This design comes from an exercise in tuning for small area, a short achievable clock period and few clock cycles per item on the open sky130 flow, not from production work.
Where RTL was checked, it was by simulation tests only, not by an equivalence proof against the original.

main:
## uniform_range_random_unit
module uniform_range_random_unit (
  input  logic                          clk,
  input  logic                          rst,
  input  logic                          seed_write,
  input  logic [urr_pkg::STATE_W-1:0]   seed_data,
  input  logic                          in_valid,
  output logic                          in_stall,
  input  logic [urr_pkg::DATA_W-1:0]    range_low,
  input  logic [urr_pkg::DATA_W-1:0]    range_high,
  output logic                          out_valid,
  input  logic                          out_stall,
  output logic [urr_pkg::DATA_W-1:0]    value,
  output logic                          range_error
);
Size in the first run: ~150 I/O pins, about 32,000 um2 of cells after synthesis.
export LEC_CHECK = 0
export CAP_MARGIN = 20
export CORE_MARGIN = 2
export CORE_UTILIZATION = 40
export SLEW_MARGIN = 20
create_clock -name core_clock -period 11.0 [get_ports {clk}]
run.sh (not shown) runs the stock make flow with config.mk's settings and CLKGATE_MAP_FILE= SYNTH_SCRIPT=/design/flow/synth_recipe.tcl, a recipe that flattens the netlist after the stock synthesis.
Testbench counts of main, summed over its fixed seeds: cycles 31,111, items 3,200.
The inputs of the feature branch differ from those of main as listed below.
diff --git a/flow/design.v b/flow/design.v
--- a/flow/design.v
+++ b/flow/design.v
@@ -16,7 +16,7 @@
   localparam int DIGP_W   = MULT_W + DIG_W;     
   localparam int SUM_W    = ACC_W + STEP_W;     
   localparam int SHIFT_W  = $clog2(DATA_W);
-  localparam int NARROW_W = 9;
+  localparam int NARROW_W = 8;
   localparam int NSTEPS   = 1;    
 endpackage
 `timescale 1ns / 1ps
Results
The feature branch vs main: setup slack down in the feature branch. Changes observed in the feature branch relative to main: total length of routed wires went down by 3.2%, cell area moved down, met3 track utilization from global routing went down by 1.1 points. Comparing number of fill cells for main and the feature branch, the smaller number came from the feature branch. Across both runs, fmax was lower for the feature branch than for main. Compared with main, the detailed router inserted fewer vias in the feature branch. Re net count reported at finish: main was higher than the feature branch. ~same worst hold slack in main and the feature branch. Comparing the feature branch with main, the share of synthesized cell area in and, or, nand and nor gates came out essentially unchanged. As far as relative area of clock buffers and inverters in the final design is concerned, main and the feature branch perform about the same.
For the feature branch, only the layout was checked, not whether the RTL still works.


The RTL this note starts from:
==> flow/design.v <==
`timescale 1ns / 1ps
package urr_pkg;
  localparam int STATE_W = 48;
  localparam int DATA_W  = 32;
  localparam int DRAW_W  = 31;
  localparam int DRAW_LSB = STATE_W - DRAW_W;
  localparam int MULT_W = 35;
  localparam logic [MULT_W-1:0]  LCG_MULT = 35'h5DEECE66D;
  localparam logic [STATE_W-1:0] LCG_INC  = 48'hB;
  localparam int DIG_W    = 4;                  
  localparam int DIGS     = 2;                  
  localparam int STEP_W   = DIG_W * DIGS;       
  localparam int STEPS    = STATE_W / STEP_W;   
  localparam int STEP_CNT_W = $clog2(STEPS);
  localparam int ACC_W    = MULT_W;             
  localparam int DIGP_W   = MULT_W + DIG_W;     
  localparam int SUM_W    = ACC_W + STEP_W;     
  localparam int SHIFT_W  = $clog2(DATA_W);
  localparam int NARROW_W = 9;
endpackage
`timescale 1ns / 1ps
module uniform_range_random_unit (
  input  logic                          clk,
  input  logic                          rst,
  input  logic                          seed_write,
  input  logic [urr_pkg::STATE_W-1:0]   seed_data,
  input  logic                          in_valid,
  output logic                          in_stall,
  input  logic [urr_pkg::DATA_W-1:0]    range_low,
  input  logic [urr_pkg::DATA_W-1:0]    range_high,
  output logic                          out_valid,
  input  logic                          out_stall,
  output logic [urr_pkg::DATA_W-1:0]    value,
  output logic                          range_error
);
  typedef enum logic [3:0] {
    S_IDLE,    
    S_PREP,    
    S_CHECK,   
    S_DIV,     
    S_NDIV,    
    S_TDIV,    
    S_TCMP,    
    S_DONE     
  } state_t;
  state_t                              state;
  logic [urr_pkg::DATA_W-1:0]          lo;
  logic [urr_pkg::DATA_W-1:0]          m;       
  logic                                err;
  logic [urr_pkg::DATA_W-1:0]          r;       
  logic [urr_pkg::DATA_W-1:0]          nb;      
  logic [urr_pkg::SHIFT_W-1:0]         k;       
  logic                                tval;    
  logic [urr_pkg::STATE_W-1:0]         x;       
  logic [urr_pkg::ACC_W-1:0]           acc;
  logic [urr_pkg::STEP_CNT_W-1:0]      lcnt;
  logic                                xrdy;
  function automatic logic [urr_pkg::DIGP_W-1:0] mul_dig(input logic [urr_pkg::DIG_W-1:0] dg);
    mul_dig = '0;
    for (int i = 1; i < (1 << urr_pkg::DIG_W); i++) begin
      mul_dig = mul_dig | ({urr_pkg::DIGP_W{dg == urr_pkg::DIG_W'(i)}} &
                           (urr_pkg::DIGP_W'(urr_pkg::LCG_MULT) * urr_pkg::DIGP_W'(i)));
    end
  endfunction
  logic [urr_pkg::ACC_W-1:0]  acc_c;
  logic                       lci;
  logic [urr_pkg::SUM_W-1:0]  pp [urr_pkg::DIGS];          
  logic [urr_pkg::SUM_W-1:0]  cs_s [urr_pkg::DIGS+1];       
  logic [urr_pkg::SUM_W-1:0]  cs_c [urr_pkg::DIGS+1];
  logic [urr_pkg::STEP_W:0]   lres;                         
  assign cs_s[0] = urr_pkg::SUM_W'(acc);
  assign cs_c[0] = urr_pkg::SUM_W'(acc_c);
  for (genvar i = 0; i < urr_pkg::DIGS; i++) begin : g_csa
    assign pp[i]     = urr_pkg::SUM_W'(mul_dig(x[i*urr_pkg::DIG_W +: urr_pkg::DIG_W])) << (i*urr_pkg::DIG_W);
    assign cs_s[i+1] = cs_s[i] ^ cs_c[i] ^ pp[i];
    assign cs_c[i+1] = ((cs_s[i] & cs_c[i]) | (cs_s[i] & pp[i]) | (cs_c[i] & pp[i])) << 1;
  end
  assign lres = (urr_pkg::STEP_W+1)'(cs_s[urr_pkg::DIGS][urr_pkg::STEP_W-1:0]) +
                (urr_pkg::STEP_W+1)'(cs_c[urr_pkg::DIGS][urr_pkg::STEP_W-1:0]) +
                (urr_pkg::STEP_W+1)'(lci);
  logic [urr_pkg::DRAW_W-1:0] d;
  assign d = x[urr_pkg::STATE_W-1:urr_pkg::DRAW_LSB];
  logic                       pow2;
  logic [urr_pkg::SHIFT_W-1:0] lz;
  logic                       ge;        
  logic [urr_pkg::DATA_W-1:0] bt;        
  always_comb begin
    pow2 = (((m >> 1) & ~m) == '0);
    lz   = '0;
    for (int i = 0; i < urr_pkg::DATA_W; i++) begin
      if (m[i]) lz = urr_pkg::SHIFT_W'(urr_pkg::DATA_W - 1 - i);
    end
    ge = ({1'b0, d} > m);
    bt = (~m) << lz;
  end
  localparam int NW2 = urr_pkg::NARROW_W + 2;
  logic                           narrow;
  logic [urr_pkg::NARROW_W+1:0]   m3;        
  logic [urr_pkg::NARROW_W-1:0]   nrem [3];
  assign narrow = (m[urr_pkg::DATA_W-1:urr_pkg::NARROW_W] == '0);
  assign nrem[0] = nb[urr_pkg::NARROW_W-1:0];
  for (genvar j = 0; j < 2; j++) begin : g_nstep
    logic [urr_pkg::NARROW_W+1:0] t;
    logic [urr_pkg::NARROW_W+2:0] d1, d2, d3;
    assign t  = {nrem[j], r[urr_pkg::DATA_W-1-2*j -: 2]};
    assign d1 = {1'b0, t} + {1'b0, ~m[NW2-1:0]};
    assign d2 = {1'b0, t} + {1'b0, ~{m[urr_pkg::NARROW_W:0], 1'b1}};
    assign d3 = {1'b0, t} + {1'b0, ~m3};
    always_comb begin
      if (d3[urr_pkg::NARROW_W+2])      nrem[j+1] = d3[urr_pkg::NARROW_W-1:0];
      else if (d2[urr_pkg::NARROW_W+2]) nrem[j+1] = d2[urr_pkg::NARROW_W-1:0];
      else if (d1[urr_pkg::NARROW_W+2]) nrem[j+1] = d1[urr_pkg::NARROW_W-1:0];
      else                              nrem[j+1] = t[urr_pkg::NARROW_W-1:0];
    end
  end
  logic                       cin;
  logic [urr_pkg::DATA_W:0]   sum;
  logic                       cout;
  assign cin  = (state == S_PREP);
  assign sum  = {1'b0, r} + {1'b0, nb} + (urr_pkg::DATA_W+1)'(cin);
  assign cout = sum[urr_pkg::DATA_W];
  assign in_stall = !((state == S_IDLE) || ((state == S_DONE) && !out_valid));
  always_ff @(posedge clk) begin
    if (!in_stall) begin
      lo <= range_low;
    end
    if (rst) begin
      state     <= S_IDLE;
      x         <= urr_pkg::LCG_INC;    
      xrdy      <= 1'b1;
      out_valid <= 1'b0;
    end else begin
      if (out_valid && !out_stall) begin
        out_valid <= 1'b0;
      end
      if (!xrdy) begin
        x     <= {lres[urr_pkg::STEP_W-1:0], x[urr_pkg::STATE_W-1:urr_pkg::STEP_W]};
        acc   <= urr_pkg::ACC_W'(cs_s[urr_pkg::DIGS] >> urr_pkg::STEP_W);
        acc_c <= urr_pkg::ACC_W'(cs_c[urr_pkg::DIGS] >> urr_pkg::STEP_W);
        lci   <= lres[urr_pkg::STEP_W];
        lcnt <= lcnt + 1'b1;
        if (lcnt == urr_pkg::STEP_CNT_W'(urr_pkg::STEPS-1)) xrdy <= 1'b1;
      end
      case (state)
        S_PREP: begin
          m     <= sum[urr_pkg::DATA_W-1:0];
          err   <= !cout;
          tval  <= 1'b0;
          state <= cout ? S_CHECK : S_DONE;
        end
        S_CHECK: begin
          m3 <= NW2'(m) + NW2'({m, 1'b0}) + NW2'(2);
          if (xrdy) begin
            if (pow2) begin
              r     <= {1'b0, d} & m;
              nb    <= lo;
              state <= S_DONE;
            end else if (ge && narrow) begin
              r     <= {1'b0, d};
              nb    <= '0;
              k     <= urr_pkg::SHIFT_W'(urr_pkg::DATA_W/4 - 1);
              state <= S_NDIV;
            end else if (ge) begin
              r     <= {1'b0, d};
              nb    <= {1'b1, bt[urr_pkg::DATA_W-1:1]};
              k     <= lz - 1'b1;
              state <= S_DIV;
            end else if (tval) begin
              nb    <= ~{1'b0, d};
              state <= S_TCMP;
            end else begin
              r     <= ~m;
              nb    <= bt;
              k     <= lz;
              state <= S_TDIV;
            end
            if (pow2 || ge) begin
              xrdy <= 1'b0;
              acc  <= urr_pkg::ACC_W'(urr_pkg::LCG_INC);
              acc_c <= '0;
              lci  <= 1'b0;
              lcnt <= '0;
            end
          end
        end
        S_TDIV, S_DIV: begin
          if (cout) r <= sum[urr_pkg::DATA_W-1:0];
          nb <= {1'b1, nb[urr_pkg::DATA_W-1:1]};
          k  <= k - 1'b1;
          if (k == '0) begin
            if (state == S_TDIV) begin
              nb    <= ~{1'b0, d};
              tval  <= 1'b1;
              state <= S_TCMP;
            end else begin
              nb    <= lo;
              state <= S_DONE;
            end
          end
        end
        S_NDIV: begin
          r  <= r << 4;
          nb <= urr_pkg::DATA_W'(nrem[2]);
          k  <= k - 1'b1;
          if (k == '0) begin
            r     <= urr_pkg::DATA_W'(nrem[2]);
            nb    <= lo;
            state <= S_DONE;
          end
        end
        S_TCMP: begin
          if (!cout) begin
            r     <= {1'b0, d};
            nb    <= lo;
            state <= S_DONE;
          end else begin
            state <= S_CHECK;
          end
          xrdy <= 1'b0;
          acc  <= urr_pkg::ACC_W'(urr_pkg::LCG_INC);
              acc_c <= '0;
              lci  <= 1'b0;
          lcnt <= '0;
        end
        default: ;
      endcase
      if ((state == S_DONE) && !out_valid) begin
        value       <= err ? '0 : sum[urr_pkg::DATA_W-1:0];
        range_error <= err;
        out_valid   <= 1'b1;
        state       <= S_IDLE;
      end
      if (!in_stall) begin
        r  <= range_high;
        nb <= ~range_low;
        if (seed_write) begin
          x    <= seed_data;
          xrdy <= 1'b0;
          acc  <= urr_pkg::ACC_W'(urr_pkg::LCG_INC);
              acc_c <= '0;
              lci  <= 1'b0;
          lcnt <= '0;
        end
        if (in_valid) begin
          state <= S_PREP;
        end
      end
    end
  end
endmodule
clock: 11.0 ns
lec_check: 0
cap_margin: 20
core_margin: 2
core_utilization: 40
slew_margin: 20
Testbench counts at the start, summed over its fixed seeds: cycles 34,078, items 3,200.
Next try:
--- a/flow/design.v
+++ b/flow/design.v
@@ -15,9 +15,8 @@
   localparam int ACC_W    = MULT_W;             
   localparam int DIGP_W   = MULT_W + DIG_W;     
   localparam int SUM_W    = ACC_W + STEP_W;     
   localparam int SHIFT_W  = $clog2(DATA_W);
-  localparam int NARROW_W = 9;
 endpackage
 `timescale 1ns / 1ps
 module uniform_range_random_unit (
   input  logic                          clk,
@@ -32,14 +31,13 @@
   input  logic                          out_stall,
   output logic [urr_pkg::DATA_W-1:0]    value,
   output logic                          range_error
 );
-  typedef enum logic [3:0] {
+  typedef enum logic [2:0] {
     S_IDLE,    
     S_PREP,    
     S_CHECK,   
     S_DIV,     
-    S_NDIV,    
     S_TDIV,    
     S_TCMP,    
     S_DONE     
   } state_t;
@@ -92,28 +90,8 @@
     end
     ge = ({1'b0, d} > m);
     bt = (~m) << lz;
   end
-  localparam int NW2 = urr_pkg::NARROW_W + 2;
-  logic                           narrow;
-  logic [urr_pkg::NARROW_W+1:0]   m3;        
-  logic [urr_pkg::NARROW_W-1:0]   nrem [3];
-  assign narrow = (m[urr_pkg::DATA_W-1:urr_pkg::NARROW_W] == '0);
-  assign nrem[0] = nb[urr_pkg::NARROW_W-1:0];
-  for (genvar j = 0; j < 2; j++) begin : g_nstep
-    logic [urr_pkg::NARROW_W+1:0] t;
-    logic [urr_pkg::NARROW_W+2:0] d1, d2, d3;
-    assign t  = {nrem[j], r[urr_pkg::DATA_W-1-2*j -: 2]};
-    assign d1 = {1'b0, t} + {1'b0, ~m[NW2-1:0]};
-    assign d2 = {1'b0, t} + {1'b0, ~{m[urr_pkg::NARROW_W:0], 1'b1}};
-    assign d3 = {1'b0, t} + {1'b0, ~m3};
-    always_comb begin
-      if (d3[urr_pkg::NARROW_W+2])      nrem[j+1] = d3[urr_pkg::NARROW_W-1:0];
-      else if (d2[urr_pkg::NARROW_W+2]) nrem[j+1] = d2[urr_pkg::NARROW_W-1:0];
-      else if (d1[urr_pkg::NARROW_W+2]) nrem[j+1] = d1[urr_pkg::NARROW_W-1:0];
-      else                              nrem[j+1] = t[urr_pkg::NARROW_W-1:0];
-    end
-  end
   logic                       cin;
   logic [urr_pkg::DATA_W:0]   sum;
   logic                       cout;
   assign cin  = (state == S_PREP);
@@ -148,19 +126,13 @@
           tval  <= 1'b0;
           state <= cout ? S_CHECK : S_DONE;
         end
         S_CHECK: begin
-          m3 <= NW2'(m) + NW2'({m, 1'b0}) + NW2'(2);
           if (xrdy) begin
             if (pow2) begin
               r     <= {1'b0, d} & m;
               nb    <= lo;
               state <= S_DONE;
-            end else if (ge && narrow) begin
-              r     <= {1'b0, d};
-              nb    <= '0;
-              k     <= urr_pkg::SHIFT_W'(urr_pkg::DATA_W/4 - 1);
-              state <= S_NDIV;
             end else if (ge) begin
               r     <= {1'b0, d};
               nb    <= {1'b1, bt[urr_pkg::DATA_W-1:1]};
               k     <= lz - 1'b1;
@@ -197,18 +169,8 @@
               state <= S_DONE;
             end
           end
         end
-        S_NDIV: begin
-          r  <= r << 4;
-          nb <= urr_pkg::DATA_W'(nrem[2]);
-          k  <= k - 1'b1;
-          if (k == '0) begin
-            r     <= urr_pkg::DATA_W'(nrem[2]);
-            nb    <= lo;
-            state <= S_DONE;
-          end
-        end
         S_TCMP: begin
           if (!cout) begin
             r     <= {1'b0, d};
             nb    <= lo;
=> The changed run passed the timing, DRC and antenna checks; final area went down by 16%; sequential cell count goes down by 12; non-clock buffer count went down by 15; worst setup slack improved by 1500 ps; via count came out lower by 20%; global-route usage falls by 1.6 points; hold slack degrades by 5.7 ps; maximum frequency came out higher by 27%; core utilization climbs by 0.83 points; synthesized cell count goes down by 19%; count of clock-buffer cells in the layout does not change; cell count drops by 17%.
For the second run of this note, only the layout was checked, not whether the RTL still works.

## static timing again, ports no longer ideal
The flow's constraints put no driver on any port. The routed layouts listed below were extracted and timed again, unchanged, in two steps.
Step 1 (the two cells are an assumption about what drives the block):
set clk [get_ports {clk}]
set_driving_cell -lib_cell sky130_fd_sc_hd__clkbuf_16 $clk
set_driving_cell -lib_cell sky130_fd_sc_hd__buf_2 [delete_from_list [all_inputs] $clk]
Step 2 moves the port delays by t, midway between the first and last clock arrival at a register: inputs arrive t later, outputs are due t later. That takes back most of the time a late clock gives input paths.
a / b / c = ideal ports / drivers / drivers and shift; a / b = the first two.
| run | t (ns) | setup slack, ns | worst setup path at the end | worst data-port slew with drivers (ns) |
|---|---|---|---|---|
| main | 0.664 | 6.544 / 6.544 / 6.544 | register to register | 0.10 |
| the feature branch | 0.675 | 5.822 / 5.822 / 5.822 | register to register | 0.08 |
| the first run of note 2 | 0.642 | 4.116 / 4.116 / 4.116 | register to register | 0.09 |
| the second run of note 2 | 0.625 | 5.592 / 5.592 / 5.592 | register to register | 0.10 |
After both steps setup and hold are still met in every run listed.
